Background: an optimization exercise with open tools, aiming at small area and a short achievable clock period. Do not read the settings as production practice. Only simulation tests tie the RTL to the original design; equivalence was not proved. Power and IR drop assume default switching activity.

==> inputs of zinc <==
Design exec_top, start of the top module:
module exec_top (
    input  logic                      clk,
    input  logic                      rst_n,
    input  logic                      in_valid,
    input  core_pkg::instr_u          instr,
    input  logic [core_pkg::xlen-1:0] pc,
    input  logic [core_pkg::xlen-1:0] rs1data,
    input  logic [core_pkg::xlen-1:0] rs2data,
    output core_pkg::ex_result_t      result,
    output logic                      out_valid
);
export LEC_CHECK = 0
export CAP_MARGIN = 20
export CORE_MARGIN = 2
export CORE_UTILIZATION = 40
export CTS_BUF_LIST = sky130_fd_sc_hd__clkbuf_8
export SETUP_SLACK_MARGIN = 2.5
export SLEW_MARGIN = 20
create_clock -name core_clock -period 7.0 [get_ports {clk}]
standard.sh (not shown) runs the stock make flow with config.mk's settings and CLKGATE_MAP_FILE= SYNTH_SCRIPT=/design/flow/synth_recipe.tcl, a recipe that flattens the netlist after the stock synthesis.
==> flow/flow/run.sh <==
#!/bin/bash
# Standard ORFS layout (the standard.sh) with two changes:
#  - ports are buffered with sky130_fd_sc_hd__buf_1 in place of ORFS's default choice;
#  - the don't-use list is the platform's own (first 36 names of flow/dont_use.txt)
#    plus slow multi-input cells (or3/or4, and4, nand4/nor4, a2111/o2111, a311/o311,
#    a41/o41, a32/o32, a221o, o221a, a211o, o211a, a222oi, mux4, ...), so that
#    synthesis and repair build paths from simpler, faster gates.
# make's whole output goes to standard_flow.log; ORFS keeps each step's log under orfs/logs.
set -euo pipefail
export BUFFER_PORTS_ARGS="-buffer_cell sky130_fd_sc_hd__buf_1"
dont_use="$(tr '\n' ' ' < flow/dont_use.txt)"
bash standard.sh "DONT_USE_CELLS=$dont_use" finish > standard_flow.log 2>&1
Other scripts of this flow, unchanged in this note and not shown: flow/flow/dont_use.txt
==> violet: changes against zinc <==
--- a/flow/design.v
+++ b/flow/design.v
@@ -89,18 +89,16 @@
     input  logic [31:0] a,
     input  logic [31:0] bx,      
     input  logic        cin,
     input  logic [31:0] shin,    
     input  logic [2:0]  f3,
     input  logic        alt,
     input  logic        arith,   
     input  logic        legal,
-    input  logic        ltu,     
-    input  logic        lts,
     output logic [31:0] alu
 );
     logic [31:0] p, g, c, x, y, rev, rest, alu0, alu1;
     logic        cout, left, fill;
     logic        s_add, s_slt, s_sltu, s_xor, s_or, s_and, s_sll, s_sr;
     assign p = a ^ bx;
     assign g = a & bx;
     pfx_carry u_carry (.p(p), .g(g), .cin(cin), .c(c), .cout(cout));
@@ -122,17 +120,18 @@
     assign rest = ({32{s_xor | s_or}} & p) |
                   ({32{s_or | s_and}} & g) |
                   ({32{s_sll}} & rev) |
                   ({32{s_sr}}  & y);
     assign alu1 = ({32{s_add}} & ~p) | rest;
     assign alu0 = ({32{s_add}} &  p) | rest;
     always_comb begin
         for (int k = 1; k < 32; k++) alu[k] = c[k] ? alu1[k] : alu0[k];
-        alu[0] = (alu0[0] ^ (s_add & cin)) | (s_slt & lts) | (s_sltu & ltu);
+        alu[0] = cout ? (alu0[0] ^ (s_add & cin)) | (s_slt & (a[31] ^ bx[31] ^ cin))
+                      : (alu0[0] ^ (s_add & cin)) | (s_slt & ~(a[31] ^ bx[31] ^ cin)) | s_sltu;
     end
 endmodule
 module pfx_carry #(parameter int KIND = 2) (
     input  logic [31:0] p,
     input  logic [31:0] g,
     input  logic        cin,
     output logic [31:0] c,
     output logic        cout
@@ -199,36 +198,30 @@
     end else begin : g_pfx
         assign c    = G[31:0];
         assign cout = G[32];
     end
 endmodule
 module branch_comp (
     input  logic [31:0] rs1data,
     input  logic [31:0] rs2data,
-    input  logic [31:0] imm_i,    
-    input  logic        use_imm,
     input  logic [2:0]  f3,
     input  logic        is_br,
     input  logic        is_jmp,
-    output logic        jump,
-    output logic        ltu,      
-    output logic        lts       
+    output logic        jump
 );
-    logic [31:0] cb;
     logic [31:0] e, gt;
-    logic        eq, gtu, gts, cond;
-    assign cb = use_imm ? imm_i : rs2data;
-    assign e  = ~(rs1data ^ cb);            
-    assign gt = rs1data & ~cb;              
+    logic        eq, gtu, gts, ltu, lts, cond;
+    assign e  = ~(rs1data ^ rs2data);       
+    assign gt = rs1data & ~rs2data;         
     logic eq_lo, gt_lo;
     cmp_tree u_tree (.e(e[30:0]), .gt(gt[30:0]), .eq_o(eq_lo), .gt_o(gt_lo));
     assign eq  = eq_lo & e[31];
     assign gtu = gt[31] | (e[31] & gt_lo);
-    assign gts = (~rs1data[31] & cb[31]) | (e[31] & gt_lo);
+    assign gts = (~rs1data[31] & rs2data[31]) | (e[31] & gt_lo);
     assign ltu = ~gtu & ~eq;
     assign lts = ~gts & ~eq;
     always_comb begin
         case (f3)
             3'd0: cond = eq;
             3'd1: cond = ~eq;
             3'd4: cond = lts;
             3'd5: cond = ~lts;
@@ -297,18 +290,18 @@
     assign sel_rs1 = (~o[0] & ~o[4]) | (o[4] & o[0] & ~o[1]);
     assign sel_pc  = (o[4] & (o[1] | ~o[0])) | (~o[4] & o[0] & ~o[3]);
     assign sel_rs2 = o[3] & o[2] & ~o[0];
     assign fu = o[0] & ~o[4];
     assign fj = o[0] & o[4] & o[1];
     assign fi = (o[0] & o[4] & ~o[1]) | (~o[0] & ~o[4] & ~o[3]);
     assign fs = ~o[0] & ~o[4] & o[3] & ~o[2];
     assign fb = ~o[0] & o[4];
-    assign sub_r = (f3 == 3'd0) & i[30];
-    assign sub_i = 1'b0;
+    assign sub_r = ((f3 == 3'd0) & i[30]) | (f3[2:1] == 2'b01);
+    assign sub_i = o[2] & (f3[2:1] == 2'b01);
     assign rp  = sel_rs2 & ~sub_r;
     assign rn  = sel_rs2 & sub_r;
     assign ip  = fi & ~sub_i;
     assign in_ = fi & sub_i;
     assign sub = rn | in_;
     always_comb begin
         for (int k = 0; k < 32; k++) begin
             logic src_i;    
@@ -351,17 +344,17 @@
     output core_pkg::ex_result_t      res_d
 );
     logic        is_op, is_opi, is_lui, is_auipc, is_jal, is_jalr, is_br, is_ld, is_st;
     logic        sel_rs1, sel_pc, sub;
     logic        arith, legal, wr;
     logic [2:0]  f3;
     logic [31:0] a, bx, alu;
     logic [31:0] nxt;
-    logic        jump, ltu, lts;
+    logic        jump;
     logic [11:0] dec_op;
     rv_decoder u_dec (
         .instr    (instr),
         .rs2data  (rs2data),
         .is_op    (is_op),
         .is_opi   (is_opi),
         .is_lui   (is_lui),
         .is_auipc (is_auipc),
@@ -384,27 +377,21 @@
         .a     (a),
         .bx    (bx),
         .cin   (sub),
         .shin  (rs1data),
         .f3    (f3),
         .alt   (instr[30]),
         .arith (arith),
         .legal (legal),
-        .ltu   (ltu),
-        .lts   (lts),
         .alu   (alu)
     );
     branch_comp u_cmp (
         .rs1data (rs1data),
         .rs2data (rs2data),
-        .imm_i   ({{20{instr[31]}}, instr[31:20]}),
-        .use_imm (~instr[5] & instr[4]),   
-        .ltu     (ltu),
-        .lts     (lts),
         .f3      (f3),
         .is_br   (is_br),
         .is_jmp  (is_jal | is_jalr),
         .jump    (jump)
     );
     inc30 u_inc (.a(pc[31:2]), .y(nxt[31:2]));
     assign nxt[1:0] = pc[1:0];
     assign dec_op = {arith | is_jalr | is_ld | is_st,           
==> raven: changes against zinc <==
--- a/flow/design.v
+++ b/flow/design.v
@@ -89,18 +89,16 @@
     input  logic [31:0] a,
     input  logic [31:0] bx,      
     input  logic        cin,
     input  logic [31:0] shin,    
     input  logic [2:0]  f3,
     input  logic        alt,
     input  logic        arith,   
     input  logic        legal,
-    input  logic        ltu,     
-    input  logic        lts,
     output logic [31:0] alu
 );
     logic [31:0] p, g, c, x, y, rev, rest, alu0, alu1;
     logic        cout, left, fill;
     logic        s_add, s_slt, s_sltu, s_xor, s_or, s_and, s_sll, s_sr;
     assign p = a ^ bx;
     assign g = a & bx;
     pfx_carry u_carry (.p(p), .g(g), .cin(cin), .c(c), .cout(cout));
@@ -122,17 +120,18 @@
     assign rest = ({32{s_xor | s_or}} & p) |
                   ({32{s_or | s_and}} & g) |
                   ({32{s_sll}} & rev) |
                   ({32{s_sr}}  & y);
     assign alu1 = ({32{s_add}} & ~p) | rest;
     assign alu0 = ({32{s_add}} &  p) | rest;
     always_comb begin
         for (int k = 1; k < 32; k++) alu[k] = c[k] ? alu1[k] : alu0[k];
-        alu[0] = (alu0[0] ^ (s_add & cin)) | (s_slt & lts) | (s_sltu & ltu);
+        alu[0] = cout ? (alu0[0] ^ (s_add & cin)) | (s_slt & (a[31] ^ bx[31] ^ cin))
+                      : (alu0[0] ^ (s_add & cin)) | (s_slt & ~(a[31] ^ bx[31] ^ cin)) | s_sltu;
     end
 endmodule
 module pfx_carry #(parameter int KIND = 2) (
     input  logic [31:0] p,
     input  logic [31:0] g,
     input  logic        cin,
     output logic [31:0] c,
     output logic        cout
@@ -199,36 +198,30 @@
     end else begin : g_pfx
         assign c    = G[31:0];
         assign cout = G[32];
     end
 endmodule
 module branch_comp (
     input  logic [31:0] rs1data,
     input  logic [31:0] rs2data,
-    input  logic [31:0] imm_i,    
-    input  logic        use_imm,
     input  logic [2:0]  f3,
     input  logic        is_br,
     input  logic        is_jmp,
-    output logic        jump,
-    output logic        ltu,      
-    output logic        lts       
+    output logic        jump
 );
-    logic [31:0] cb;
     logic [31:0] e, gt;
-    logic        eq, gtu, gts, cond;
-    assign cb = use_imm ? imm_i : rs2data;
-    assign e  = ~(rs1data ^ cb);            
-    assign gt = rs1data & ~cb;              
+    logic        eq, gtu, gts, ltu, lts, cond;
+    assign e  = ~(rs1data ^ rs2data);       
+    assign gt = rs1data & ~rs2data;         
     logic eq_lo, gt_lo;
     cmp_tree u_tree (.e(e[30:0]), .gt(gt[30:0]), .eq_o(eq_lo), .gt_o(gt_lo));
     assign eq  = eq_lo & e[31];
     assign gtu = gt[31] | (e[31] & gt_lo);
-    assign gts = (~rs1data[31] & cb[31]) | (e[31] & gt_lo);
+    assign gts = (~rs1data[31] & rs2data[31]) | (e[31] & gt_lo);
     assign ltu = ~gtu & ~eq;
     assign lts = ~gts & ~eq;
     always_comb begin
         case (f3)
             3'd0: cond = eq;
             3'd1: cond = ~eq;
             3'd4: cond = lts;
             3'd5: cond = ~lts;
@@ -297,18 +290,18 @@
     assign sel_rs1 = (~o[0] & ~o[4]) | (o[4] & o[0] & ~o[1]);
     assign sel_pc  = (o[4] & (o[1] | ~o[0])) | (~o[4] & o[0] & ~o[3]);
     assign sel_rs2 = o[3] & o[2] & ~o[0];
     assign fu = o[0] & ~o[4];
     assign fj = o[0] & o[4] & o[1];
     assign fi = (o[0] & o[4] & ~o[1]) | (~o[0] & ~o[4] & ~o[3]);
     assign fs = ~o[0] & ~o[4] & o[3] & ~o[2];
     assign fb = ~o[0] & o[4];
-    assign sub_r = (f3 == 3'd0) & i[30];
-    assign sub_i = 1'b0;
+    assign sub_r = ((f3 == 3'd0) & i[30]) | (f3[2:1] == 2'b01);
+    assign sub_i = o[2] & (f3[2:1] == 2'b01);
     assign rp  = sel_rs2 & ~sub_r;
     assign rn  = sel_rs2 & sub_r;
     assign ip  = fi & ~sub_i;
     assign in_ = fi & sub_i;
     assign sub = rn | in_;
     always_comb begin
         for (int k = 0; k < 32; k++) begin
             logic src_i;    
@@ -351,17 +344,17 @@
     output core_pkg::ex_result_t      res_d
 );
     logic        is_op, is_opi, is_lui, is_auipc, is_jal, is_jalr, is_br, is_ld, is_st;
     logic        sel_rs1, sel_pc, sub;
     logic        arith, legal, wr;
     logic [2:0]  f3;
     logic [31:0] a, bx, alu;
     logic [31:0] nxt;
-    logic        jump, ltu, lts;
+    logic        jump;
     logic [11:0] dec_op;
     rv_decoder u_dec (
         .instr    (instr),
         .rs2data  (rs2data),
         .is_op    (is_op),
         .is_opi   (is_opi),
         .is_lui   (is_lui),
         .is_auipc (is_auipc),
@@ -384,27 +377,21 @@
         .a     (a),
         .bx    (bx),
         .cin   (sub),
         .shin  (rs1data),
         .f3    (f3),
         .alt   (instr[30]),
         .arith (arith),
         .legal (legal),
-        .ltu   (ltu),
-        .lts   (lts),
         .alu   (alu)
     );
     branch_comp u_cmp (
         .rs1data (rs1data),
         .rs2data (rs2data),
-        .imm_i   ({{20{instr[31]}}, instr[31:20]}),
-        .use_imm (~instr[5] & instr[4]),   
-        .ltu     (ltu),
-        .lts     (lts),
         .f3      (f3),
         .is_br   (is_br),
         .is_jmp  (is_jal | is_jalr),
         .jump    (jump)
     );
     inc30 u_inc (.a(pc[31:2]), .y(nxt[31:2]));
     assign nxt[1:0] = pc[1:0];
     assign dec_op = {arith | is_jalr | is_ld | is_st,           
SETUP_SLACK_MARGIN = 2.75   (was 2.5)
==> comparison <==
The lowest first-iteration DRC count belongs to zinc, the highest to violet.
Between violet and raven, the lower via count is in violet (gap 1.2%, measured against raven).
In zinc the sequential share of layout area is higher than in raven, by 1.1 points.
In zinc the power is smaller than in raven, by 6.6%.
Sequential power: zinc is lower than violet (about 0.7%).
Between raven and violet, the lower clock-buffer cell count is in violet (gap 1).
In flip-flop and latch count, raven and violet do not differ.
Non-clock buffer count: violet < zinc < raven.
The lowest combinational power belongs to zinc, the highest to raven.
Clock skew is the same in zinc and raven.
==> figures <==
| item | violet | raven | zinc |
|---|---|---|---|
| Run status | no timing/DRC/antenna violations | no timing/DRC/antenna violations | no timing/DRC/antenna violations |
| Number of instances in the synthesized netlist | 1536 | 1536 | 1382 |
| Data arrival time at the worst-slack endpoint | 4860 ps | 4760 ps | 4840 ps |
| Total die area | 31400 µm² | 31400 µm² | 30500 µm² |
| Standard-cell rows | 63 | 63 | 62 |
| Buffer count excluding the clock tree in the final layout | 322 | 338 | 325 |
| WL met3 | 5130 µm | 5640 µm | 5130 µm |
| Largest net degree at the start of global routing | 63 | 82 | 66 |
| Multi-input comb cells | 1258 | 1259 | 1145 |
| Via count of the first global-routing pass | 12800 | 13100 | 11700 |
| Half-perimeter wire length after placement | 43000 µm | 41900 µm | 38900 µm |
| Critical Path Source | instr[2] | instr[12] | instr[12] |
| Final standard cell utilization of the core | 0.496 | 0.511 | 0.498 |
| Tot Pwr | 0.00279 W | 0.00282 W | 0.00264 W |
| Clock network fraction of design power | 0.251 | 0.236 | 0.265 |
| 1st-pass router iterations | 8 | 6 | 6 |
| Cell depth of the worst hold path | 2 | 1 | 1 |
| Xor and xnor area share after synthesis | 0.0546 | 0.0546 | 0.0518 |
| Height of the die | 177 µm | 177 µm | 175 µm |
| Leakage power | 6.16 nW | 6.31 nW | 5.93 nW |
| Detailed Route WL | 57000 µm | 56300 µm | 51000 µm |

## re-timing with driven ports
No port has a modelled driver above. Below, the same layouts with a new extraction and two added sets of constraints. Step 1 (the two cells are an assumption about what drives the block):
set clk [get_ports {clk}]
set_driving_cell -lib_cell sky130_fd_sc_hd__clkbuf_16 $clk
set_driving_cell -lib_cell sky130_fd_sc_hd__buf_2 [delete_from_list [all_inputs] $clk]
Step 2, shift: input delay + t, output delay - t, t = (earliest + latest rising clock arrival at the registers) / 2. This alone moves slack from input paths to output paths. Slacks: no drivers / after step 1 / after step 2; pairs: no drivers / after step 1.
run	t, ns	setup slack, ns	worst setup path after step 2	worst slew at a driven data input, ns	cell pins on the clock port's net
zinc	0.522	2.537 / 2.549 / 2.027	input to register	0.07	1
violet	0.526	2.473 / 2.490 / 1.964	input to register	0.06	1
raven	0.522	2.638 / 2.656 / 2.134	input to register	0.06	1
After both steps every run listed still meets setup and hold. For zinc, which loses most, drivers alone change the setup slack by +0.012 ns; drivers and shift together by -0.510 ns.
